Background: an optimization exercise with open tools, aiming at small area, a short achievable clock period and few clock cycles per item. Do not read the settings as production practice. Function was checked by simulation only, so behaviour that the tests miss may differ from the original. Power is estimated from default activity; no workload was simulated.

==> flow/design.v <==
`timescale 1ns/1ps
`default_nettype none
package cpu_pkg;
    localparam int data_width = 32;
    localparam int w_oper     = 3;
    localparam int w_func     = 5;
    localparam int md_cycles  = 32;    
    localparam logic [w_oper-1:0] oper_alus = 3'd0;
    localparam logic [w_oper-1:0] oper_aluu = 3'd1;
    localparam logic [w_oper-1:0] oper_mfhi = 3'd2;
    localparam logic [w_oper-1:0] oper_mflo = 3'd3;
    localparam logic [w_oper-1:0] oper_mthi = 3'd4;
    localparam logic [w_oper-1:0] oper_mtlo = 3'd5;
    localparam logic [w_oper-1:0] oper_mfc0 = 3'd6;
    localparam logic [w_func-1:0] func_none = 5'd0;
    localparam logic [w_func-1:0] func_and  = 5'd1;
    localparam logic [w_func-1:0] func_or   = 5'd2;
    localparam logic [w_func-1:0] func_xor  = 5'd3;
    localparam logic [w_func-1:0] func_nor  = 5'd4;
    localparam logic [w_func-1:0] func_lui  = 5'd5;
    localparam logic [w_func-1:0] func_sll  = 5'd6;
    localparam logic [w_func-1:0] func_srl  = 5'd7;
    localparam logic [w_func-1:0] func_sra  = 5'd8;
    localparam logic [w_func-1:0] func_add  = 5'd9;
    localparam logic [w_func-1:0] func_sub  = 5'd10;
    localparam logic [w_func-1:0] func_slt  = 5'd11;
    localparam logic [w_func-1:0] func_mul  = 5'd12;
    localparam logic [w_func-1:0] func_div  = 5'd13;
    localparam logic [4:0] cp0_badvaddr = 5'd8;
    localparam logic [4:0] cp0_count    = 5'd9;
    localparam logic [4:0] cp0_compare  = 5'd11;
    localparam logic [4:0] cp0_status   = 5'd12;
    localparam logic [4:0] cp0_cause    = 5'd13;
    localparam logic [4:0] cp0_epc      = 5'd14;
endpackage
module bk_adder #(
    parameter int W = 36
) (
    input  logic [W-1:0] x,
    input  logic [W-1:0] y,
    input  logic         cin,
    output logic [W-1:0] s
);
    logic [W:0] g;
    logic [W:0] p;
    logic [W:0] gg;
    logic [W:0] pp;
    always_comb begin
        g[0] = cin;
        p[0] = 1'b0;
        for (int i = 0; i < W; i++) begin
            g[i+1] = x[i] & y[i];
            p[i+1] = x[i] ^ y[i];
        end
        gg = g;
        pp = p;
        for (int d = 1; d <= W; d = d * 2) begin
            for (int i = W; i >= 1; i--) begin
                if (((i / d) % 2) == 1) begin
                    gg[i] = gg[i] | (pp[i] & gg[(i / d) * d - 1]);
                    pp[i] = pp[i] & pp[(i / d) * d - 1];
                end
            end
        end
        for (int i = 0; i < W; i++) begin
            s[i] = p[i+1] ^ gg[i];
        end
    end
endmodule
`default_nettype wire
`timescale 1ns/1ps
`default_nettype none
import cpu_pkg::*;
module sglalu (
    input  logic [w_oper-1:0]     oper,
    input  logic [w_func-1:0]     func,
    input  logic [data_width-1:0] cp0_rt_data,
    input  logic [data_width-1:0] source_a,
    input  logic [data_width-1:0] source_b,
    input  logic [data_width-1:0] hi,
    input  logic [data_width-1:0] lo,
    output logic [data_width-1:0] result,
    output logic                  ov
);
    logic                  is_signed;
    logic [35:0]           sum_add;
    logic [35:0]           sum_sub;
    logic                  less;
    logic                  left;
    logic [data_width-1:0] sh_in;
    logic [data_width-1:0] sh_out;
    logic [data_width-1:0] shifted;
    logic                  fill;
    logic                  add_ovf;
    logic                  sub_ovf;
    logic [data_width-1:0] other;
    assign is_signed = (oper == oper_alus);
    bk_adder #(.W(36)) u_add (
        .x   ({4'b0, source_a}),
        .y   ({4'b0, source_b}),
        .cin (1'b0),
        .s   (sum_add)
    );
    bk_adder #(.W(36)) u_sub (
        .x   ({3'b0, is_signed & source_a[data_width-1], source_a}),
        .y   ({3'b0, ~{is_signed & source_b[data_width-1], source_b}}),
        .cin (1'b1),
        .s   (sum_sub)
    );
    assign less = sum_sub[data_width];
    assign add_ovf = (source_a[data_width-1] == source_b[data_width-1]) &&
                     (sum_add[data_width-1] != source_a[data_width-1]);
    assign sub_ovf = (source_a[data_width-1] != source_b[data_width-1]) &&
                     (sum_sub[data_width-1] != source_a[data_width-1]);
    assign ov = is_signed && (((func == func_add) && add_ovf) || ((func == func_sub) && sub_ovf));
    assign left = (func == func_sll);
    assign fill = (func == func_sra) & source_a[data_width-1];
    always_comb begin
        for (int i = 0; i < data_width; i++) begin
            sh_in[i] = left ? source_a[data_width-1-i] : source_a[i];
        end
    end
    assign sh_out = $signed({fill, sh_in}) >>> source_b[4:0];
    always_comb begin
        for (int i = 0; i < data_width; i++) begin
            shifted[i] = left ? sh_out[data_width-1-i] : sh_out[i];
        end
    end
    always_comb begin
        case (func)
            func_and: begin
                case (oper)
                    oper_mfhi: other = hi;
                    oper_mflo: other = lo;
                    oper_mfc0: other = cp0_rt_data;
                    default:   other = source_a & source_b;
                endcase
            end
            func_or:  other = source_a | source_b;
            func_xor: other = source_a ^ source_b;
            func_nor: other = ~(source_a | source_b);
            func_lui: other = {source_b[15:0], 16'h0000};
            func_sll, func_srl, func_sra: other = shifted;
            default:  other = '0;
        endcase
    end
    always_comb begin
        case (func)
            func_add: result = sum_add[data_width-1:0];
            func_sub: result = sum_sub[data_width-1:0];
            func_slt: result = {{(data_width-1){1'b0}}, less};
            default:  result = other;
        endcase
    end
endmodule
`default_nettype wire
`timescale 1ns/1ps
`default_nettype none
import cpu_pkg::*;
module mulalu (
    input  logic                  clk,
    input  logic                  reset,
    input  logic [w_oper-1:0]     oper,
    input  logic [w_func-1:0]     func,
    input  logic [data_width-1:0] source_a,
    input  logic [data_width-1:0] source_b,
    output logic                  busy,
    output logic [data_width-1:0] hi,
    output logic [data_width-1:0] lo
);
    logic                  st_pre;
    logic                  st_run;
    logic                  st_posthi;
    logic                  st_postlo;
    logic                  sel_nlo;    
    logic                  sel_nhi;    
    logic                  sel_div;    
    logic                  sel_mul;    
    logic [5:0]            pos;       
    logic                  is_div;
    logic                  sgn;
    logic                  neg_a;
    logic                  neg_b;
    logic                  op_sub;
    logic [data_width-1:0] b;
    logic                  start;
    logic                  is_md;
    logic                  s_sgn;
    logic                  a_neg_in;
    logic                  negate;
    logic                  e;
    logic [33:0]           bx;
    logic [33:0]           x;
    logic [33:0]           y0;
    logic [33:0]           y1;
    logic [33:0]           cs_s;
    logic [33:0]           cs_c;
    logic                  c0;
    logic [33:0]           s;
    logic                  q;
    logic [32:0]           cmp;
    logic                  skip;
    logic                  last;
    logic [5:0]            pos_next;
    logic                  n_pre;
    logic                  n_run;
    logic                  n_posthi;
    logic                  n_postlo;
    logic                  n_div;
    logic [data_width-1:0] run_hi;
    logic [data_width-1:0] run_lo;
    assign busy     = st_pre | st_run | st_posthi | st_postlo;
    assign is_md    = (func == func_mul) || (func == func_div);
    assign start    = is_md && !busy;
    assign s_sgn    = (oper != oper_aluu);
    assign a_neg_in = s_sgn & source_a[data_width-1];
    assign negate = sel_nlo | sel_nhi;
    assign e      = sgn & hi[data_width-1];
    assign bx     = {{2{sgn & b[data_width-1]}}, b};
    assign x = ({34{sel_nlo}} & ~{2'b00, lo}) |
               ({34{sel_nhi}} & ~{2'b00, hi}) |
               ({34{sel_div}} & {1'b0, hi, lo[data_width-1]}) |
               ({34{sel_mul}} & {{2{e}}, hi});
    assign y0 = negate ? '0 : ((bx & {34{sel_div | lo[0]}}) ^ {34{op_sub}});
    assign y1 = sel_mul ? (({bx[32:0], 1'b0} & {34{lo[1]}}) ^ {34{op_sub}}) : '0;
    assign c0 = negate | op_sub;
    assign cs_s = x ^ y0 ^ y1;
    assign cs_c = {(x[32:0] & y0[32:0]) | (x[32:0] & y1[32:0]) | (y0[32:0] & y1[32:0]),
                   sel_mul & op_sub};
    bk_adder #(.W(34)) u_add (.x(cs_s), .y(cs_c), .cin(c0), .s(s));
    assign q = ~s[data_width];    
    bk_adder #(.W(33)) u_cmp (.x({1'b0, hi[23:0], lo[data_width-1:24]}), .y(bx[32:0] ^ {33{op_sub}}),
                              .cin(op_sub), .s(cmp));
    always_comb begin
        if (is_div) begin
            skip = (hi[data_width-1:24] == '0) && cmp[data_width];
        end else begin
            skip = (lo[7:0] == '0);
        end
        skip = skip && (pos[5:3] != 3'd0);
    end
    assign pos_next = pos - (skip ? 6'd8 : is_div ? 6'd1 : 6'd2);
    assign last     = skip ? (pos[5:3] == 3'd1 && pos[2:0] == 3'd0) : is_div ? (pos == 6'd1) : (pos == 6'd2);
    always_comb begin
        case ({skip, is_div})
            2'b00: begin    
                run_hi = s[data_width+1:2];
                run_lo = {s[1:0], lo[data_width-1:2]};
            end
            2'b01: begin    
                run_hi = q ? s[data_width-1:0] : {hi[data_width-2:0], lo[data_width-1]};
                run_lo = {lo[data_width-2:0], q};
            end
            2'b10: begin    
                run_hi = {{8{e}}, hi[data_width-1:8]};
                run_lo = {hi[7:0], lo[data_width-1:8]};
            end
            default: begin  
                run_hi = {hi[23:0], lo[data_width-1:24]};
                run_lo = {lo[23:0], 8'h00};
            end
        endcase
    end
    assign n_pre    = start & a_neg_in;
    assign n_run    = (start & ~a_neg_in) | st_pre | (st_run & ~last);
    assign n_posthi = st_run & last & is_div & neg_a;
    assign n_postlo = ((st_run & last & ~neg_a) | st_posthi) & is_div & (neg_a ^ neg_b);
    assign n_div    = start ? (func == func_div) : is_div;
    always_ff @(posedge clk) begin
        if (reset) begin
            st_pre    <= 1'b0;
            st_run    <= 1'b0;
            st_posthi <= 1'b0;
            st_postlo <= 1'b0;
            sel_nlo   <= 1'b0;
            sel_nhi   <= 1'b0;
            sel_div   <= 1'b0;
            sel_mul   <= 1'b0;
        end else begin
            st_pre    <= n_pre;
            st_run    <= n_run;
            st_posthi <= n_posthi;
            st_postlo <= n_postlo;
            sel_nlo   <= n_pre | n_postlo;
            sel_nhi   <= n_posthi;
            sel_div   <= n_run & n_div;
            sel_mul   <= n_run & ~n_div;
        end
    end
    always_ff @(posedge clk) begin
        if (start) begin
            is_div <= (func == func_div);
            sgn    <= s_sgn;
            neg_a  <= a_neg_in;
            neg_b  <= s_sgn & source_b[data_width-1];
            op_sub <= (func == func_div) ? ~(s_sgn & source_b[data_width-1]) : a_neg_in;
            b      <= source_b;
            pos    <= 6'd32;
        end else if (st_run) begin
            pos <= pos_next;
        end
    end
    always_ff @(posedge clk) begin
        if (reset) begin
            hi <= '0;
            lo <= '0;
        end else begin
            if (st_run) begin
                hi <= run_hi;
                lo <= run_lo;
            end else if (st_posthi) begin
                hi <= s[data_width-1:0];
            end else if (st_pre | st_postlo) begin
                lo <= s[data_width-1:0];
            end else if (start) begin
                hi <= '0;
                lo <= source_a;
            end else begin
                if (oper == oper_mthi) hi <= source_a;
                if (oper == oper_mtlo) lo <= source_a;
            end
        end
    end
endmodule
`default_nettype wire
`timescale 1ns/1ps
`default_nettype none
`default_nettype wire
`timescale 1ns/1ps
`default_nettype none
import cpu_pkg::*;
module cp0_regs (
    input  logic                  clk,
    input  logic                  reset,
    input  logic                  cp0_write,
    input  logic [4:0]            cp0_addr,
    input  logic [data_width-1:0] cp0_rd_data,
    output logic [data_width-1:0] cp0_rt_data,
    output logic                  timer_irq
);
    logic [data_width-1:0] count;
    logic [data_width-1:0] compare;
    logic [data_width-1:0] status;
    logic [data_width-1:0] epc;
    logic                  compare_ok;
    logic                  status_ok;
    logic                  epc_ok;
    logic                  irq;
    logic                  half_tick;
    logic                  match;
    logic [data_width-1:0] count_inc;
    bk_adder #(.W(data_width)) u_inc (.x(count), .y('0), .cin(1'b1), .s(count_inc));
    assign match     = compare_ok && (count == compare) && (compare != '0);
    assign timer_irq = irq;    
    always_ff @(posedge clk) begin
        if (reset) begin
            count     <= '0;
            compare_ok <= 1'b0;
            status_ok  <= 1'b0;
            epc_ok     <= 1'b0;
            irq       <= 1'b0;
            half_tick <= 1'b0;
        end else begin
            half_tick <= ~half_tick;
            if (cp0_write && cp0_addr == cp0_count) begin
                count <= cp0_rd_data;
            end else if (half_tick) begin
                count <= count_inc;    
            end
            if (cp0_write && cp0_addr == cp0_status) begin
                status_ok <= 1'b1;
            end
            if (cp0_write && cp0_addr == cp0_epc) begin
                epc_ok <= 1'b1;
            end
            if (cp0_write && cp0_addr == cp0_compare) begin
                compare_ok <= 1'b1;
                irq        <= 1'b0;    
            end else if (match) begin
                irq <= 1'b1;
            end
        end
    end
    always_ff @(posedge clk) begin
        if (cp0_write && cp0_addr == cp0_status) begin
            status <= cp0_rd_data;
        end
        if (cp0_write && cp0_addr == cp0_epc) begin
            epc <= cp0_rd_data;
        end
        if (cp0_write && cp0_addr == cp0_compare) begin
            compare <= cp0_rd_data;
        end
    end
    always_comb begin
        case (cp0_addr)
            cp0_count:    cp0_rt_data = count;
            cp0_compare:  cp0_rt_data = compare_ok ? compare : '0;
            cp0_status:   cp0_rt_data = status_ok ? status : '0;
            cp0_cause:    cp0_rt_data = {16'h0000, irq, 15'h0000};
            cp0_epc:      cp0_rt_data = epc_ok ? epc : '0;
            default:      cp0_rt_data = '0;    
        endcase
    end
endmodule
`default_nettype wire
`timescale 1ns/1ps
`default_nettype none
import cpu_pkg::*;
module exec_stage (
    input  logic                  clk,
    input  logic                  reset,
    input  logic [w_oper-1:0]     oper,
    input  logic [w_func-1:0]     func,
    input  logic [data_width-1:0] source_a,
    input  logic [data_width-1:0] source_b,
    input  logic [4:0]            cp0_addr,
    input  logic                  cp0_write,
    output logic [data_width-1:0] result,
    output logic                  ov,
    output logic                  busy,
    output logic                  timer_irq
);
    logic [data_width-1:0] cp0_rt_data;
    logic [data_width-1:0] hi;
    logic [data_width-1:0] lo;
    sglalu u_sglalu (
        .oper        (oper),
        .func        (func),
        .cp0_rt_data (cp0_rt_data),
        .source_a    (source_a),
        .source_b    (source_b),
        .hi          (hi),
        .lo          (lo),
        .result      (result),
        .ov          (ov)
    );
    mulalu u_mulalu (
        .clk      (clk),
        .reset    (reset),
        .oper     (oper),
        .func     (func),
        .source_a (source_a),
        .source_b (source_b),
        .busy     (busy),
        .hi       (hi),
        .lo       (lo)
    );
    cp0_regs u_cp0_regs (
        .clk         (clk),
        .reset       (reset),
        .cp0_write   (cp0_write),
        .cp0_addr    (cp0_addr),
        .cp0_rd_data (source_b),
        .cp0_rt_data (cp0_rt_data),
        .timer_irq   (timer_irq)
    );
endmodule
`default_nettype wire
==> flow/run.sh <==
#!/bin/bash
# synth_recipe.tcl (not shown) runs the flow's synth.tcl, then flattens the netlist and writes it again
# the make line also repeats each setting of config.mk as NAME=value (left out here)
make -C /OpenROAD-flow-scripts/flow DESIGN_CONFIG=/design/flow/config.mk WORK_HOME=/design/flow/orfs CLKGATE_MAP_FILE= SYNTH_SCRIPT=/design/flow/synth_recipe.tcl finish
==> flow/config.mk <==
export PLATFORM = sky130hd
export DESIGN_NAME = exec_stage
export DESIGN_NICKNAME = exec_stage
export VERILOG_FILES = /design/flow/design.v
export SDC_FILE = /design/flow/constraint.sdc
export NUM_CORES = 4
export LEC_CHECK = 0
export CAP_MARGIN = 20
export CORE_MARGIN = 2
export CORE_UTILIZATION = 40
export SETUP_SLACK_MARGIN = 0.8
export SLEW_MARGIN = 20
==> flow/constraint.sdc <==
create_clock -name core_clock -period 7.0 [get_ports {clk}]
set_input_delay 1.4000 -clock core_clock [delete_from_list [all_inputs] [get_ports {clk}]]
set_output_delay 1.4000 -clock core_clock [all_outputs]
set_load 0.01 [all_outputs]
==> results.txt, run 1 <==
power per cell area - 177 nW/µm²
Leakage - 12.9 nW
synth-to-layout area growth - 25.5%
vias in the first global route - 27,200
wirelength, routed - 138 mm
crit start category - primary input
First-pass DRT Iterations - 8
Std-Cell Rows - 92
Die Wd - 257 µm
slew margin rel. - 21.9%
Critical Path Sink Type - output pin
unrepaired setup endpoints after global routing - true
pin count of the biggest net entering global routing - 71
Setup Viol. Count Final - 0
initial antenna violation count - 7
Final Hold Viols - 0
Reg2Reg Depth - 19
f_max - 147 MHz
count of cell types in the netlist - 89
Post-Synthesis Cells - 3,136
filler cell count - 6,012
prevailing post-synth register cell - edfxtp_1
routability congestion estimate - 1.04
Worst-Margin Slew - 1.16 ns
yosys warns - 7
Period Utilization, post-route - 97.5%
CTS root buf - clkbuf_16
Avg Inst Size Synth - 8.17 µm²
grt total ovfl - 0
total number of vias - 28,500
MaxCap Viol Count - 0
CTS max path bufs - 3
DP HPWL - 105 mm
drt initial violations - 3,837
hold_buf cts - 0
net count after synthesis - 3,429
run status - timing/DRC/antenna clean
post-synth top area cell - edfxtp_1
CTS Buf Count - 30
Crit path required time - 5.60 ns
worst skew pair latency - 0.63 ns
DRC viols - 0
detailed-route wire length per cell - 32.0 µm
Layout Nets - 3,732
GR Util met3 - 7.85%
DIE HEIGHT - 257 µm
sequential cell area fraction in the yosys report - 24.5%
Peak VDD IR - 185 µV
Hold WC Path Type - reg -> reg
Total GRT Usage - 40.5%
WS Path Type - in -> out
core area - 63,200 µm²
r2r setup slk - 1.21 ns
first-pass GRT wire length - 196 mm
layer carrying the most global-route usage - met2
# IOs - 115
Antenna Nets Post-Route - 0
Crit Path Max Fanout - 3
clk sinks - 247
Global Route met1 Usage - 53.5%
Area contributors post-synth - edfxtp_1 15%, dfxtp_1 9.0%, ha_1 8.1%, nand2_1 5.8%, mux4_2 5.4%
share of layout cells above drive strength 1 - 21.5%
#FFs+latches synth - 247
crit path DAT - 5.42 ns
port bufs - 114
clock-pin transition on the worst setup and hold timing paths - 0.06 ns
clk_skew - 0.0508 ns
starting density of the core - 40.5%
fraction of registers with async set/reset - 0%
M2 GR Usage - 61.0%
# H-tree levels - 1
CTS tree - built
EDFF count, synth - 132
Synth Cell Area - 25,600 µm²
Slew Limit Fails - 0
hold depth - 2
minimum clock period - 6.82 ns
Via density - 6.61
DP Worst Slack - -0.840 ns
top-area cell type share of the netlist area - 15.5%
die area - 66,100 µm²
Final WS setup - 0.177 ns
hold slack - 0.479 ns
==> through the flow <==
stage	setup TNS (ns)	utilization (%)	cell area [µm²]	power, mW	cells
6_report	0	50.9	32100	5.68	4315
5_1_grt	0	50.9	32100	5.85	4310
4_1_cts	0	50.2	31700	5.57	4290
3_5_place_dp	-2.49	47.2	29800	3.82	4210
3_3_place_gp	-2.27	47.2	29800	3.80	4210
2_1_floorplan	0	-	25800	2.87	3136
==> registers in the layout, indices dropped and copies added (netlist names), 6 cells and up <==
signal	count
u_cp0_regs.status	32
u_cp0_regs.count	32
u_mulalu.b	32
u_mulalu.pos	6
u_cp0_regs.epc	32
u_cp0_regs.compare	32
u_mulalu.hi	32
u_mulalu.lo	32
==> power breakdown <==
part | switching, mW | internal, mW
combinational | 1.38 | 0.856
sequential | 0.140 | 1.59
clock | 0.712 | 0.999
==> what timing repair did <==
action | CTS | global route
cloned | 1 | 1
endpoints found under the setup margin | 33 | 52
gates resized for setup | 310 | 72
hold endpoints to repair | 0 | 0
buffers inserted | 23 | 18
pin swaps | 50 | 31
==> cell type report <==
| cell class | instances | area (µm²) | area share [%] |
|---|---|---|---|
| antenna | 6 | 15.0 | 0.0467 |
| clock buffer | 39 | 836 | 2.60 |
| clock inverter | 17 | 234 | 0.728 |
| inverter | 171 | 702 | 2.18 |
| multi-input combinational | 2470 | 18700 | 58.0 |
| sequential | 247 | 6270 | 19.5 |
| tap | 846 | 1060 | 3.29 |
| timing repair buffer | 519 | 4380 | 13.6 |
==> routing by layer <==
layer / up-vias / wire length [µm]
met1: 13900 / 53600
met4: 4 / 10200
met2: 1941 / 59500
met5: - / 18
li1: 12200 / -
met3: 463 / 15000
==> synthesized netlist by cell type (11+ instances only) <==
library cell / number
a21o_1: 33
a211o_1: 13
a2111oi_0: 15
o21ai_0: 189
nand2_1: 394
a31oi_1: 41
nor2_1: 278
buf_1: 28
and2_1: 32
mux4_2: 61
a221o_1: 36
nand3_1: 51
ha_1: 166
a222oi_1: 32
o211ai_1: 56
or2_2: 11
xnor2_1: 82
and4_1: 11
nor4_1: 30
or3_1: 11
o22ai_1: 54
clkbuf_1: 202
fa_1: 47
nand4_1: 25
a21oi_1: 177
o21bai_1: 11
o21a_1: 16
nor3_1: 45
edfxtp_1: 132
mux2i_1: 61
inv_1: 163
a211oi_1: 93
o2111ai_1: 15
a221oi_1: 46
xor2_1: 118
buf_2: 16
o221ai_1: 15
nand2b_1: 15
and3_1: 24
a22oi_1: 44
dfxtp_1: 115
==> worst max-delay path, cell delays in order <==
cell,delay [ns]
buf_2,0.18
ha_4,0.19
or2_4,0.27
a2111oi_4,0.34
buf_4,0.19
and4_1,0.18
a211o_1,0.21
a221o_1,0.27
a211oi_2,0.10
o21bai_1,0.21
a21oi_2,0.09
o21ai_1,0.13
a21o_1,0.16
fa_2,0.46
a222oi_1,0.32
o2111ai_1,0.15
a211oi_1,0.25
o21ai_2,0.14
buf_2,0.16
==> path summary, 6_finish.rpt <==
kind | start | to
worst max-delay path | source_b[0] | result[31]
worst min-delay path | u_cp0_regs.epc_ok$_SDFFE_PP0P_ | u_cp0_regs.epc_ok$_SDFFE_PP0P_
worst max register to register | u_mulalu.lo[8]$_SDFFE_PP0P_ | u_mulalu.hi[11]$_SDFFE_PP0P_
worst min register to register | u_cp0_regs.epc_ok$_SDFFE_PP0P_ | u_cp0_regs.epc_ok$_SDFFE_PP0P_
==> layout by cell type, fill, tap and decap left out, types with 31 or more instances in the layout <==
cell type / synthesis / routed
a221oi_1: 46 / 44
nor2_1: 278 / 275
a31oi_1: 41 / 34
o22ai_1: 54 / 46
nand3_1: 51 / 50
buf_4: 1 / 372
a222oi_1: 32 / 32
clkdlybuf4s50_1: 0 / 42
mux2i_1: 61 / 53
nand2_1: 394 / 393
and2_1: 32 / 31
a21o_1: 33 / 33
mux4_2: 61 / 61
clkbuf_16: 0 / 31
nor3_1: 45 / 43
a211oi_1: 93 / 90
inv_1: 163 / 134
ha_1: 166 / 137
o21ai_0: 189 / 183
xor2_1: 118 / 117
o211ai_1: 56 / 56
a21oi_1: 177 / 169
xnor2_1: 82 / 80
a221o_1: 36 / 36
dfxtp_1: 115 / 112
a22oi_1: 44 / 42
fa_1: 47 / 46
edfxtp_1: 132 / 132
==> cells by family after synthesis <==
group           after synthesis  share of synthesized area (%)
simple gates                964                           16.8
compound gates              963                           25.7
buf+inv                     419                           6.27
flops                       247                           24.5
fa+ha+maj                   213                           11.8
xor+xnor                    200                           6.84
mux                         130                           8.10
Testbench counts, summed over its fixed seeds: cycles 21,169, instructions 12,000.
==> run 2, diff against run 1 <==
--- a/flow/config.mk
+++ b/flow/config.mk
@@ -8,5 +8,5 @@
 export CAP_MARGIN = 20
 export CORE_MARGIN = 2
 export CORE_UTILIZATION = 40
-export SETUP_SLACK_MARGIN = 0.8
+export SETUP_SLACK_MARGIN = 1.3
 export SLEW_MARGIN = 20
==> run 2 against run 1 <==
Effect of this change: still clean on timing, DRC and antenna; wire length about the same; utilization up 1.2 points; sequential cell count unchanged; clock-buffer cell count down 1; combinational power up 4%.
==> results.txt, run 2 <==
run status - timing/DRC/antenna clean
r2r setup slk - 1.46 ns
worst skew pair latency - 0.62 ns
routability congestion estimate - 1.08
Hold EP - u_cp0_regs.status_ok$_SDFFE_PP0P_
WS Path Type - in -> out
unrepaired setup endpoints after global routing - true
prevailing post-synth register cell - edfxtp_1
top-area cell type share of the netlist area - 15.5%
count of cell types in the netlist - 89
reg2reg start - u_mulalu.sel_div$_SDFF_PP0_
first-pass GRT wire length - 195 mm
#FFs+latches synth - 247
sequential cell area fraction in the yosys report - 24.5%
Std-Cell Rows - 92
CTS root buf - clkbuf_16
slew margin rel. - 26.0%
drt initial violations - 4,385
most common cell after layout, fill and taps aside - nand2_1
DP HPWL - 101 mm
pin count of the biggest net entering global routing - 74
clk sinks - 247
Worst Hold Launch - u_cp0_regs.status_ok$_SDFFE_PP0P_
initial antenna violation count - 6
adder-cell share of the synthesized area - 11.8%
xor/xnor cell area share of the yosys netlist - 6.84%
Post-synth top cells - 394 x nand2_1, 278 x nor2_1, 202 x clkbuf_1
Antenna Nets Post-Route - 0
vias in the first global route - 27,200
# H-tree levels - 1
minimum clock period - 6.81 ns
Area contributors post-synth - edfxtp_1 15%, dfxtp_1 9.0%, ha_1 8.1%, nand2_1 5.8%, mux4_2 5.4%
Slew Limit Fails - 0
most frequent cell after synthesis - nand2_1
commonest cells after routing, fill and taps aside - 391 x nand2_1, 340 x buf_4, 269 x nor2_1
DIE HEIGHT - 257 µm
EDFF count, synth - 132
net count after synthesis - 3,429
CTS max path bufs - 3
Critical Path Sink Type - output pin
Crit Path Max Fanout - 4
detailed-route wire length per cell - 32.0 µm
Post-Synthesis Cells - 3,136
Simple-Gate Fraction of Synth Area - 16.8%
Total GRT Usage - 39.9%
GR Util met3 - 9.59%
MaxCap Viol Count - 0
Hold WC Path Type - reg -> reg
wirelength, routed - 138 mm
First-pass DRT Iterations - 8
CTS Buf Count - 30
port bufs - 114
f_max - 147 MHz
layer carrying the most global-route usage - met2
crit path DAT - 5.41 ns
Crit path required time - 5.60 ns
Reg2Reg Depth - 21
Global Route met1 Usage - 52.3%
Leakage - 13.1 nW
mux share of post-synthesis cell area - 8.10%
Final Hold Viols - 0
grt total ovfl - 0
total number of vias - 29,100
share of layout cells above drive strength 1 - 24.9%
# IOs - 115
starting density of the core - 40.5%
yosys warns - 7
crit start category - primary input
Synth Cell Area - 25,600 µm²
Worst-Margin Slew - 1.11 ns
Peak VDD IR - 181 µV
power per cell area - 173 nW/µm²
synth-to-layout area growth - 28.6%
hold depth - 2
fraction of registers with async set/reset - 0%
die area - 66,100 µm²
main combinational cell family by area after synthesis - compound AO/OA/AOI/OAI gates
DRC viols - 0
final core utilization - 52.1%
r2r endpoint - u_mulalu.hi[13]$_SDFFE_PP0P_
clock-pin transition on the worst setup and hold timing paths - 0.06 ns
core area - 63,200 µm²
Die Wd - 257 µm
Setup Viol. Count Final - 0
post-synth top area cell - edfxtp_1
fin area - 32,900 µm²
placed inst area - 29,500 µm²
M2 GR Usage - 59.6%
Via density - 6.73
Layout Nets - 3,743
clk_skew - 0.0544 ns
CTS tree - built
Avg Inst Size Synth - 8.17 µm²
Synth Area in Compound Gates - 25.7%
Period Utilization, post-route - 97.3%
hold_buf cts - 0
## run 2: logic make-up (layout without fill, tap and decap cells)
kind of cell,count (synthesis),in the layout
and+or+nand+nor,964,965
AOI/OAI and AO/OA,963,963
buffers and inverters,419,756
DFF,247,247
adders and majority gates,213,213
xor gates and xnor gates,200,200
muxes,130,130
other,0,6
## run 2: layer usage
layer,routed length (µm),vias to the layer above
met5,38,-
met4,10100,6
met3,17400,475
met2,58500,2263
met1,52300,14100
li1,-,12200
## run 2: per-stage QoR
| step | cells | setup TNS [ns] | power (mW) | setup slack [ns] | hold WS [ns] |
|---|---|---|---|---|---|
| after floorplan | 3136 | 0 | 2.87 | 0.543 | 0.432 |
| after global placement | 4172 | -1.92 | 3.77 | -0.741 | 0.455 |
| after detailed placement | 4172 | -2.17 | 3.79 | -0.875 | 0.451 |
| after CTS | 4276 | 0 | 5.48 | 0.281 | 0.473 |
| after global routing | 4320 | 0 | 5.85 | 0.0754 | 0.530 |
| final | 4326 | 0 | 5.70 | 0.186 | 0.473 |
## run 2: repair_timing
action,4_1_cts,5_1_grt
setup buffers,46,41
gates cloned,2,3
setup endpoints to repair,65,69
pin swaps,60,74
gates resized for setup,415,273
hold endpoints to repair,0,0
## run 2: critical path, cell delays in order
cell and delay (ns):
buf_4 0.12, inv_6 0.05, ha_4 0.26, nor2b_4 0.16, a2111oi_4 0.06, buf_4 0.15
and4_1 0.14, a211o_1 0.31, a221o_1 0.39, a211oi_2 0.25, o21bai_1 0.13, a21oi_2 0.19
o21ai_1 0.08, a21o_1 0.20, fa_2 0.45, a222oi_1 0.36, o2111ai_1 0.18, a211oi_2 0.20
o21ai_2 0.13, buf_2 0.18
## run 2: layout make-up
class | instances | area [µm²]
Multi-Input combinational cell | 2471 | 19100
Fill cell | 5901 | 30300
Antenna cell | 6 | 15.0
Timing Repair Buffer | 529 | 4690
Clock inverter | 18 | 200
Inverter | 171 | 712
Tap cell | 846 | 1060
Clock buffer | 38 | 821
Sequential cell | 247 | 6290
## run 2: worst max path at each step
stage	endpoint	depth (start not counted)	slack [ns]	start
floorplan	result[31]	19	0.54	source_b[4]
global placement	result[31]	20	-0.74	source_a[4]
detailed placement	result[31]	20	-0.87	source_b[5]
CTS	result[31]	20	0.28	source_b[5]
global route	result[31]	19	0.08	source_a[16]
finish	result[31]	20	0.19	source_b[2]
## run 2: power breakdown
part / total [mW] / switching, mW / leakage, nW / internal [mW]
logic: 2.33 / 1.43 / 10.4 / 0.898
registers: 1.74 / 0.147 / 2.14 / 1.59
clock network: 1.64 / 0.696 / 0.500 / 0.944
total: 5.70 / 2.27 / 13.1 / 3.43
==> run 3, diff against run 2 <==
--- a/flow/design.v
+++ b/flow/design.v
@@ -34,7 +34,7 @@
     localparam logic [4:0] cp0_epc      = 5'd14;
 endpackage
 module bk_adder #(
-    parameter int W = 36
+    parameter int W = 34
 ) (
     input  logic [W-1:0] x,
     input  logic [W-1:0] y,
@@ -67,7 +67,107 @@
         end
     end
 endmodule
-`default_nettype wire
+module pfx_sign #(
+    parameter int W = 33
+) (
+    input  logic [W-1:0] x,
+    input  logic [W-1:0] yn,
+    input  logic         cin,
+    output logic         sign
+);
+    logic [W:0] g;
+    logic [W:0] p;
+    logic [W:0] gg;
+    logic [W:0] pp;
+    always_comb begin
+        g[0] = cin;
+        p[0] = 1'b0;
+        for (int i = 0; i < W; i++) begin
+            g[i+1] = x[i] & yn[i];
+            p[i+1] = x[i] ^ yn[i];
+        end
+        gg = g;
+        pp = p;
+        for (int d = 1; d <= W; d = d * 2) begin
+            for (int i = W; i >= 1; i--) begin
+                if (((i / d) % 2) == 1) begin
+                    gg[i] = gg[i] | (pp[i] & gg[(i / d) * d - 1]);
+                    pp[i] = pp[i] & pp[(i / d) * d - 1];
+                end
+            end
+        end
+        sign = p[W] ^ gg[W-1];
+    end
+endmodule
+module alu_arith (
+    input  logic [31:0] a,
+    input  logic [31:0] b,
+    input  logic        is_signed,
+    input  logic        sel_add,
+    input  logic        sel_sub,
+    input  logic        sel_slt,
+    input  logic        sel_other,
+    input  logic [31:0] other,
+    output logic [31:0] result,
+    output logic        ov
+);
+    logic [32:0] ga, pa, gga, ppa;
+    logic [33:0] gs, ps, ggs, pps;
+    logic [31:0] sum_add;
+    logic [32:0] sum_sub;
+    logic [32:0] xs;
+    logic [32:0] ys;
+    assign xs = {is_signed & a[31], a};
+    assign ys = ~{is_signed & b[31], b};
+    always_comb begin
+        ga[0] = 1'b0;
+        pa[0] = 1'b0;
+        for (int i = 0; i < 32; i++) begin
+            ga[i+1] = a[i] & b[i];
+            pa[i+1] = a[i] ^ b[i];
+        end
+        gga = ga;
+        ppa = pa;
+        for (int d = 1; d <= 32; d = d * 2) begin
+            for (int i = 32; i >= 1; i--) begin
+                if (((i / d) % 2) == 1) begin
+                    gga[i] = gga[i] | (ppa[i] & gga[(i / d) * d - 1]);
+                    ppa[i] = ppa[i] & ppa[(i / d) * d - 1];
+                end
+            end
+        end
+        for (int i = 0; i < 32; i++) begin
+            sum_add[i] = pa[i+1] ^ gga[i];
+        end
+    end
+    always_comb begin
+        gs[0] = 1'b1;
+        ps[0] = 1'b0;
+        for (int i = 0; i < 33; i++) begin
+            gs[i+1] = xs[i] & ys[i];
+            ps[i+1] = xs[i] ^ ys[i];
+        end
+        ggs = gs;
+        pps = ps;
+        for (int d = 1; d <= 33; d = d * 2) begin
+            for (int i = 33; i >= 1; i--) begin
+                if (((i / d) % 2) == 1) begin
+                    ggs[i] = ggs[i] | (pps[i] & ggs[(i / d) * d - 1]);
+                    pps[i] = pps[i] & pps[(i / d) * d - 1];
+                end
+            end
+        end
+        for (int i = 0; i < 33; i++) begin
+            sum_sub[i] = ps[i+1] ^ ggs[i];
+        end
+    end
+    assign result = ({32{sel_add}} & sum_add) |
+                    ({32{sel_sub}} & sum_sub[31:0]) |
+                    {31'b0, sel_slt & sum_sub[32]} |
+                    ({32{sel_other}} & other);
+    assign ov = is_signed & ((sel_add & (a[31] == b[31]) & (sum_add[31] != a[31])) |
+                             (sel_sub & (a[31] != b[31]) & (sum_sub[31] != a[31])));
+endmodule
 `timescale 1ns/1ps
 `default_nettype none
 import cpu_pkg::*;
@@ -83,36 +183,31 @@
     output logic                  ov
 );
     logic                  is_signed;
-    logic [35:0]           sum_add;
-    logic [35:0]           sum_sub;
-    logic                  less;
     logic                  left;
     logic [data_width-1:0] sh_in;
     logic [data_width-1:0] sh_out;
     logic [data_width-1:0] shifted;
     logic                  fill;
-    logic                  add_ovf;
-    logic                  sub_ovf;
     logic [data_width-1:0] other;
+    logic                  sel_add;
+    logic                  sel_sub;
+    logic                  sel_slt;
     assign is_signed = (oper == oper_alus);
-    bk_adder #(.W(36)) u_add (
-        .x   ({4'b0, source_a}),
-        .y   ({4'b0, source_b}),
-        .cin (1'b0),
-        .s   (sum_add)
-    );
-    bk_adder #(.W(36)) u_sub (
-        .x   ({3'b0, is_signed & source_a[data_width-1], source_a}),
-        .y   ({3'b0, ~{is_signed & source_b[data_width-1], source_b}}),
-        .cin (1'b1),
-        .s   (sum_sub)
+    assign sel_add   = (func == func_add);
+    assign sel_sub   = (func == func_sub);
+    assign sel_slt   = (func == func_slt);
+    alu_arith u_arith (
+        .a         (source_a),
+        .b         (source_b),
+        .is_signed (is_signed),
+        .sel_add   (sel_add),
+        .sel_sub   (sel_sub),
+        .sel_slt   (sel_slt),
+        .sel_other (~(sel_add | sel_sub | sel_slt)),
+        .other     (other),
+        .result    (result),
+        .ov        (ov)
     );
-    assign less = sum_sub[data_width];
-    assign add_ovf = (source_a[data_width-1] == source_b[data_width-1]) &&
-                     (sum_add[data_width-1] != source_a[data_width-1]);
-    assign sub_ovf = (source_a[data_width-1] != source_b[data_width-1]) &&
-                     (sum_sub[data_width-1] != source_a[data_width-1]);
-    assign ov = is_signed && (((func == func_add) && add_ovf) || ((func == func_sub) && sub_ovf));
     assign left = (func == func_sll);
     assign fill = (func == func_sra) & source_a[data_width-1];
     always_comb begin
@@ -141,15 +236,7 @@
             func_nor: other = ~(source_a | source_b);
             func_lui: other = {source_b[15:0], 16'h0000};
             func_sll, func_srl, func_sra: other = shifted;
-            default:  other = '0;
-        endcase
-    end
-    always_comb begin
-        case (func)
-            func_add: result = sum_add[data_width-1:0];
-            func_sub: result = sum_sub[data_width-1:0];
-            func_slt: result = {{(data_width-1){1'b0}}, less};
-            default:  result = other;
+            default:  other = '0;    
         endcase
     end
 endmodule
@@ -198,7 +285,6 @@
     logic                  c0;
     logic [33:0]           s;
     logic                  q;
-    logic [32:0]           cmp;
     logic                  skip;
     logic                  last;
     logic [5:0]            pos_next;
@@ -229,11 +315,12 @@
                    sel_mul & op_sub};
     bk_adder #(.W(34)) u_add (.x(cs_s), .y(cs_c), .cin(c0), .s(s));
     assign q = ~s[data_width];    
-    bk_adder #(.W(33)) u_cmp (.x({1'b0, hi[23:0], lo[data_width-1:24]}), .y(bx[32:0] ^ {33{op_sub}}),
-                              .cin(op_sub), .s(cmp));
+    logic cmp_neg;
+    pfx_sign #(.W(33)) u_cmp (.x({1'b0, hi[23:0], lo[data_width-1:24]}), .yn(bx[32:0] ^ {33{op_sub}}),
+                              .cin(op_sub), .sign(cmp_neg));
     always_comb begin
         if (is_div) begin
-            skip = (hi[data_width-1:24] == '0) && cmp[data_width];
+            skip = (hi[data_width-1:24] == '0) && cmp_neg;
         end else begin
             skip = (lo[7:0] == '0);
         end
@@ -349,7 +436,7 @@
     logic                  half_tick;
     logic                  match;
     logic [data_width-1:0] count_inc;
-    bk_adder #(.W(data_width)) u_inc (.x(count), .y('0), .cin(1'b1), .s(count_inc));
+    assign count_inc = count + 1'b1;
     assign match     = compare_ok && (count == compare) && (compare != '0);
     assign timer_irq = irq;    
     always_ff @(posedge clk) begin
--- a/flow/config.mk
+++ b/flow/config.mk
@@ -8,5 +8,7 @@
 export CAP_MARGIN = 20
 export CORE_MARGIN = 2
 export CORE_UTILIZATION = 40
-export SETUP_SLACK_MARGIN = 1.3
+export SETUP_SLACK_MARGIN = 0.8
 export SLEW_MARGIN = 20
+export SYNTH_HIERARCHICAL = 1
+export SYNTH_MINIMUM_KEEP_SIZE = 0
==> run 3 against run 2 <==
Effect of this change: highest routed layer unchanged; critical path depth down 9; still clean on timing, DRC and antenna; clock power grew 3%; die area is 8.5% higher; sequential share of layout area is 0.17 points lower; sequential power barely moved; area after synthesis grew 8.7%; register-to-register slack got worse by 0.22 ns.
==> results.txt, run 3 <==
run status - timing/DRC/antenna clean
Die Wd - 268 µm
Reg2Reg Depth - 19
sequential cell area fraction in the yosys report - 22.5%
Global Route met1 Usage - 48.9%
layer carrying the most global-route usage - met2
Final WS setup - 0.706 ns
unrepaired setup endpoints after global routing - true
initial antenna violation count - 9
power per cell area - 167 nW/µm²
Period Utilization, post-route - 89.9%
Via density - 6.50
crit start category - primary input
Layout Nets - 3,896
vias in the first global route - 27,400
top-area cell type share of the netlist area - 14.2%
GR Util met3 - 8.82%
wirelength, routed - 131 mm
Antenna Nets Post-Route - 0
most frequent cell after synthesis - nand2_1
DIE HEIGHT - 268 µm
post-synth top area cell - edfxtp_1
# H-tree levels - 1
net count after synthesis - 3,751
first-pass GRT wire length - 190 mm
fraction of registers with async set/reset - 0%
# IOs - 115
worst path cell trace - clkdlybuf4s50_1 -> buf_4 -> nor2b_1 -> o22ai_4 -> and2_1 -> mux4_2 -> mux2_2 -> o21a_1 -> o211ai_1 -> a221o_1 -> dlygate4sd2_1
prevailing post-synth register cell - edfxtp_1
hold_buf cts - 0
Hold WC Path Type - reg -> reg
CTS max path bufs - 3
Synth Area in Compound Gates - 25.5%
core area - 68,700 µm²
MaxCap Viol Count - 0
count of cell types in the netlist - 112
Synth Cell Area - 27,800 µm²
Buf/Inv on CP - 3
yosys warns - 12
hold depth - 2
EDFF count, synth - 132
commonest cells after routing, fill and taps aside - 310 x nand2_1, 244 x nor2_1, 235 x buf_4
delay-heaviest family, CP - buffers and inverters
CTS Buf Count - 30
Avg Inst Size Synth - 8.12 µm²
Worst-Margin Slew - 1.11 ns
Worst Hold Launch - u_cp0_regs.epc_ok$_SDFFE_PP0P_
grt total ovfl - 0
clk sinks - 247
Seq pwr share - 31.8%
Std-Cell Rows - 96
#FFs+latches synth - 247
f_max - 159 MHz
most common cell after layout, fill and taps aside - nand2_1
crit path DAT - 4.89 ns
xor/xnor cell area share of the yosys netlist - 7.11%
minimum clock period - 6.29 ns
Simple-Gate Fraction of Synth Area - 19.0%
hold slack - 0.463 ns
mux share of post-synthesis cell area - 6.72%
share of layout cells above drive strength 1 - 16.5%
DP HPWL - 97.1 mm
clk_skew - 0.0179 ns
Final Hold Viols - 0
M2 GR Usage - 52.5%
reg2reg start - u_mulalu.hi[6]$_SDFFE_PP0P_
Setup Viol. Count Final - 0
switching pwr - 2.16 mW
r2r setup slk - 1.24 ns
Comb pwr share - 37.7%
Post-Synthesis Cells - 3,427
Post-synth top cells - 312 x nand2_1, 246 x nor2_1, 226 x a21oi_1
DP Worst Slack - -0.0120 ns
starting density of the core - 40.5%
slowest stage delay, CP - 0.51 ns
slew margin rel. - 25.9%
routability congestion estimate - 1.07
Crit path required time - 5.60 ns
Clk pwr share - 30.5%
CP max stage cell - clkdlybuf4s50_1
Critical Path Sink Type - output pin
pin count of the biggest net entering global routing - 92
CTS tree - built
clock-pin transition on the worst setup and hold timing paths - 0.06 ns
Crit Path Max Fanout - 8
internal power - 3.39 mW
r2r endpoint - u_mulalu.hi[25]$_SDFFE_PP0P_
Total GRT Usage - 35.7%
detailed-route wire length per cell - 29.0 µm
Hold EP - u_cp0_regs.epc_ok$_SDFFE_PP0P_
sw frac - 38.9%
main combinational cell family by area after synthesis - compound AO/OA/AOI/OAI gates
First-pass DRT Iterations - 6
WS Path Type - in -> out
total number of vias - 29,400
synth-to-layout area growth - 19.0%
port bufs - 114
Peak VDD IR - 201 µV
drt initial violations - 4,139
Slew Limit Fails - 0
Area contributors post-synth - edfxtp_1 14%, ha_1 8.8%, dfxtp_1 8.3%, nand2_1 4.2%, a21oi_1 4.1%
die area - 71,700 µm²
CTS root buf - clkbuf_16
worst skew pair latency - 0.60 ns
Leakage - 13.4 nW
adder-cell share of the synthesized area - 12.3%
DRC viols - 0
[run 3: changes by cell type after synthesis, moves of 38 or more]
cell      change
a211oi_1     -38
o221ai_1     +39
a21oi_1      +49
mux4_2       -39
nand3_1      +73
nand2_1      -82
mux2_2       +44
a22o_1       +46
[run 3: worst max-delay path by stage]
stage                                    startpoint                           end  depth (start not counted)
final                                  source_a[22]                    result[11]                         11
after floorplan           u_mulalu.op_sub$_DFFE_PP_  u_mulalu.hi[10]$_SDFFE_PP0P_                         22
after global routing                   source_a[22]                    result[11]                         11
after detailed placement                cp0_addr[4]                    result[31]                         15
after global placement                  cp0_addr[4]                    result[31]                         15
after CTS                                   func[0]                     result[9]                         10
[run 3: logic make-up (layout without fill, tap and decap cells)]
| group | count (synthesis) | in the layout |
|---|---|---|
| AO/OA/AOI/OAI | 1019 | 1019 |
| flip-flops | 247 | 247 |
| AND/OR/NAND/NOR | 1060 | 1060 |
| other | 1 | 4 |
| buffers and inverters | 477 | 646 |
| XOR/XNOR | 226 | 226 |
| adder cells (fa/ha/maj) | 244 | 244 |
| multiplexers | 153 | 153 |
[run 3: power groups by stage]
stage,combinational (mW),sequential [mW],clock (mW)
floorplan,1.22,1.69,0
global placement,1.93,1.78,0
detailed placement,1.94,1.78,0
CTS,1.99,1.75,1.70
global route,2.22,1.76,1.75
finish,2.09,1.76,1.69
[run 3: metal layers]
layer  part of all wire [%]  up-vias  routed length (µm)
li1                       -    12900                   -
met1                     40    14200               53200
met2                     42     1894               54700
met3                     12      439               15500
met4                    6.1        8                7970
met5                  0.046        -                  61
[run 3: per-module statistics from Yosys (local to each module, per instance), a selection]
module     area (µm²)  copies in the design  flip-flops and latches
sglalu           5810                     1                       0
mulalu          10600                     1                     114
cp0_regs         5990                     1                     133
alu_arith        3170                     1                       0
[run 3: area by class of cell]
class | count | area, µm²
repair buffers | 386 | 3400
inverters | 204 | 766
fillers | 6813 | 35600
clock buffers | 43 | 911
diodes | 3 | 7.51
multi-input cells | 2703 | 20400
clock inverters | 13 | 173
flip-flops and latches | 247 | 6270
well taps | 931 | 1160
[run 3: worst register-to-register path: cells and delay by family, from the launching register on]
kind / cells / cell delay [ns]
XOR/XNOR: 1 / 0.47
AO/OA/AOI/OAI: 9 / 2.11
multiplexers: 2 / 0.50
buffers and inverters: 2 / 0.45
AND/OR/NAND/NOR: 2 / 0.19
adder cells (fa/ha/maj): 3 / 1.08
flip-flops: 1 / 0.85
[run 3: timing repair]
item | CTS | global route
hold endpoints to repair | 0 | 0
buffers inserted | 18 | 22
pin swaps | 43 | 41
gates resized for setup | 188 | 91
setup endpoints to repair | 33 | 67
cloned | 1 | 0
[run 3: stage by stage]
step	setup TNS [ns]	instance area, µm²	total power, mW	std cells	utilization [%]
2_1_floorplan	0	27800	2.91	3427	-
3_5_place_dp	-0.0120	30900	3.71	4429	45.0
4_1_cts	0	32600	5.43	4504	47.5
6_report	0	33100	5.54	4530	48.2
3_3_place_gp	-0.0855	30900	3.71	4429	45.0
5_1_grt	0	33100	5.73	4527	48.2
Testbench counts of run 3, summed over its fixed seeds: cycles 21,169, instructions 12,000.
==> run 4, diff against run 3 <==
--- a/flow/config.mk
+++ b/flow/config.mk
@@ -8,7 +8,7 @@
 export CAP_MARGIN = 20
 export CORE_MARGIN = 2
 export CORE_UTILIZATION = 40
-export SETUP_SLACK_MARGIN = 0.8
+export SETUP_SLACK_MARGIN = 1.3
 export SLEW_MARGIN = 20
 export SYNTH_HIERARCHICAL = 1
 export SYNTH_MINIMUM_KEEP_SIZE = 0
==> run 4 against run 3 <==
Effect of this change: still clean on timing, DRC and antenna; clock skew shrank 0.00095 ns; synthesized cell count is the same; non-clock buffer count rose by 66; power rose by 3.1%; sequential power barely moved; critical path depth increased by 1; first-iteration DRC count decreased by 5.9%; clock power is essentially flat; sequential share of layout area fell by 0.94 points; design area increased by 5.3%; die area is the same; sequential cell count unchanged.
==> results.txt, run 4 <==
Inst Count DP - 4,429
post-synth top area cell - edfxtp_1
Total GRT Usage - 36.6%
Worst-Margin Slew - 1.16 ns
WS Path Type - in -> out
Final WS setup - 1.07 ns
Critical Path Sink Type - output pin
count of cell types in the netlist - 112
crit start category - primary input
prevailing post-synth register cell - edfxtp_1
minimum clock period - 5.93 ns
die area - 71,700 µm²
Antenna Nets Post-Route - 0
Reg2Reg Depth - 19
net count after synthesis - 3,751
pin count of the biggest net entering global routing - 92
core area - 68,700 µm²
Crit Path Max Fanout - 6
EDFF count, synth - 132
detailed-route wire length per cell - 29.4 µm
worst skew pair latency - 0.59 ns
Avg Inst Size Synth - 8.12 µm²
DP HPWL - 97.1 mm
#FFs+latches synth - 247
Final Hold Viols - 0
grt total ovfl - 0
DRC viols - 0
f_max - 169 MHz
first-pass GRT wire length - 194 mm
unrepaired setup endpoints after global routing - true
# H-tree levels - 1
# IOs - 115
clock-pin transition on the worst setup and hold timing paths - 0.06 ns
Synth Cell Area - 27,800 µm²
clk_skew - 0.0170 ns
Post-Synthesis Cells - 3,427
hold slack - 0.461 ns
commonest cells after routing, fill and taps aside - 307 x nand2_1, 259 x buf_4, 242 x nor2_1
total number of vias - 30,100
CTS max path bufs - 3
Die Wd - 268 µm
crit path DAT - 4.53 ns
vias in the first global route - 28,300
Crit path required time - 5.60 ns
top-area cell type share of the netlist area - 14.2%
synth-to-layout area growth - 25.2%
starting density of the core - 40.5%
DIE HEIGHT - 268 µm
most frequent cell after synthesis - nand2_1
Final Non-Filler Cells - 4,594
Area contributors post-synth - edfxtp_1 14%, ha_1 8.8%, dfxtp_1 8.3%, nand2_1 4.2%, a21oi_1 4.1%
CTS root buf - clkbuf_16
Slew Limit Fails - 0
CTS tree - built
Peak VDD IR - 195 µV
worst path cell trace - buf_6 -> or3b_4 -> nor2_4 -> mux4_2 -> mux4_2 -> a22oi_2 -> o211ai_1 -> buf_4 -> o211ai_1 -> a22oi_1 -> o21ai_1 -> buf_2
Leakage - 13.9 nW
DP Worst Slack - -0.0120 ns
Via density - 6.56
Buf/Inv on CP - 3
Layout Nets - 3,962
clk sinks - 247
slew margin rel. - 22.7%
First-pass DRT Iterations - 13
sequential cell area fraction in the yosys report - 22.5%
Post-synth top cells - 312 x nand2_1, 246 x nor2_1, 226 x a21oi_1
Hold WC Path Type - reg -> reg
slowest stage delay, CP - 0.57 ns
initial antenna violation count - 9
fraction of registers with async set/reset - 0%
port bufs - 114
delay-heaviest family, CP - compound AO/OA/AOI/OAI gates
CTS Buf Count - 30
drt initial violations - 3,896
Setup Viol. Count Final - 0
Std-Cell Rows - 96
power per cell area - 164 nW/µm²
Crit path depth - 12
routability congestion estimate - 1.07
wirelength, routed - 135 mm
final total power - 5.71 mW
MaxCap Viol Count - 0
hold depth - 2
most common cell after layout, fill and taps aside - nand2_1
share of layout cells above drive strength 1 - 23.3%
yosys warns - 12
run status - timing/DRC/antenna clean
Period Utilization, post-route - 84.7%
setup_tns - 0 ns
CP max stage cell - mux4_2
run 4: cell count changes in the layout (fill, tap and decap cells not counted), sizes merged:
cell	before	now
clkdlybuf4s15	4	8
diode	3	1
dlygate4sd2	26	25
clkbuf	48	58
dlymetal6s2s	20	4
bufbuf	0	5
buf	286	385
clkdlybuf4s50	45	10
run 4: area by class of cell:
class / instances / area (µm²)
antenna: 1 / 2.50
clock buffer: 43 / 911
clock inverter: 13 / 173
fill: 6605 / 33900
inverter: 204 / 771
multi-input combinational: 2703 / 21300
sequential: 247 / 6270
tap: 931 / 1160
timing repair buffer: 452 / 4210
run 4: what timing repair did:
| item | 4_1_cts | 5_1_grt |
|---|---|---|
| setup buffers | 76 | 22 |
| gates cloned | 7 | 2 |
| endpoints found under the setup margin | 71 | 63 |
| gates resized for setup | 624 | 131 |
| pin swaps | 122 | 81 |
| hold buffers | 0 | 0 |
run 4: worst register-to-register path, delay by kind of cell, from the launching register on:
family | cells | cell delay [ns]
AO/OA/AOI/OAI | 8 | 1.93
XOR/XNOR | 1 | 0.19
adder cells (fa/ha/maj) | 3 | 1.22
buffers and inverters | 2 | 0.30
flip-flops | 1 | 0.73
multiplexers | 2 | 0.53
AND/OR/NAND/NOR | 3 | 0.42
run 4: power breakdown:
group / total [mW] / switching [mW] / internal, mW
clock: 1.70 / 0.680 / 1.02
sequential: 1.76 / 0.168 / 1.60
combinational: 2.25 / 1.38 / 0.869
run 4: Yosys stat by module (local to each module, per instance), excerpt:
module | flops+latches | cells
mulalu | 114 | 1390
cp0_regs | 133 | 470
sglalu | 0 | 855
alu_arith | 0 | 433
run 4: through the flow:
step                      utilization (%)  instance area [µm²]
after floorplan                         -                27800
after detailed placement             45.0                30900
after global placement               45.0                30900
final                                50.7                34900
after CTS                            49.7                34200
after global routing                 50.7                34900
run 4: path summary, 6_finish.rpt:
check | start | end | slack (ns)
worst min register to register | u_cp0_regs.epc_ok$_SDFFE_PP0P_ | u_cp0_regs.epc_ok$_SDFFE_PP0P_ | 0.46
worst max register to register | u_mulalu.hi[3]$_SDFFE_PP0P_ | u_mulalu.hi[25]$_SDFFE_PP0P_ | 1.59
worst max-delay path | func[0] | result[29] | 1.07
worst min-delay path | u_cp0_regs.epc_ok$_SDFFE_PP0P_ | u_cp0_regs.epc_ok$_SDFFE_PP0P_ | 0.46
run 4: layer usage:
layer  wire length (µm)  GRT usage, %  up-vias
li1                   -             -    13100
met1              53500          48.7    14500
met2              55700          54.1     2049
met3              16900          10.3      505
met4               8810          18.5        8
met5                 50             0        -
run 4: logic make-up after synthesis:
logic type               share of synthesized area, %
flip-flops                                       22.5
buffers and inverters                            6.88
adder cells (fa/ha/maj)                          12.3
XOR/XNOR                                         7.11
other                                          0.0135
AO/OA/AOI/OAI                                    25.5
multiplexers                                     6.72
AND/OR/NAND/NOR                                  19.0

-- separate check: timing with driven ports --
The results above use ideal ports. As a check the final layouts listed here were re-extracted and re-timed, cells and wires unchanged. Step 1 (the two cells are an assumption about what drives the block):
set clk [get_ports {clk}]
set_driving_cell -lib_cell sky130_fd_sc_hd__clkbuf_16 $clk
set_driving_cell -lib_cell sky130_fd_sc_hd__buf_2 [delete_from_list [all_inputs] $clk]
Step 2 times the ports against the registers' clock, not the clock port: input delays grow and output delays shrink by t, the midpoint of the rising clock arrivals with the driver on. Three values: ideal, step 1, step 2; two values: the first two.
| run | shift t [ns] | setup slack, ns | hold WS [ns] |
|---|---|---|---|
| run 1 | 0.671 | 0.177 / 0.140 / 0.140 | 0.479 / 0.479 / 0.479 |
| run 2 | 0.655 | 0.186 / 0.150 / 0.150 | 0.473 / 0.473 / 0.473 |
| run 3 | 0.657 | 0.706 / 0.673 / 0.673 | 0.463 / 0.463 / 0.463 |
| run 4 | 0.651 | 1.074 / 1.043 / 1.043 | 0.461 / 0.461 / 0.461 |
After both steps setup and hold are still met in every run listed. The setup slack of run 1, which loses most, moves by -0.037 ns with the drivers and by -0.037 ns with both steps.
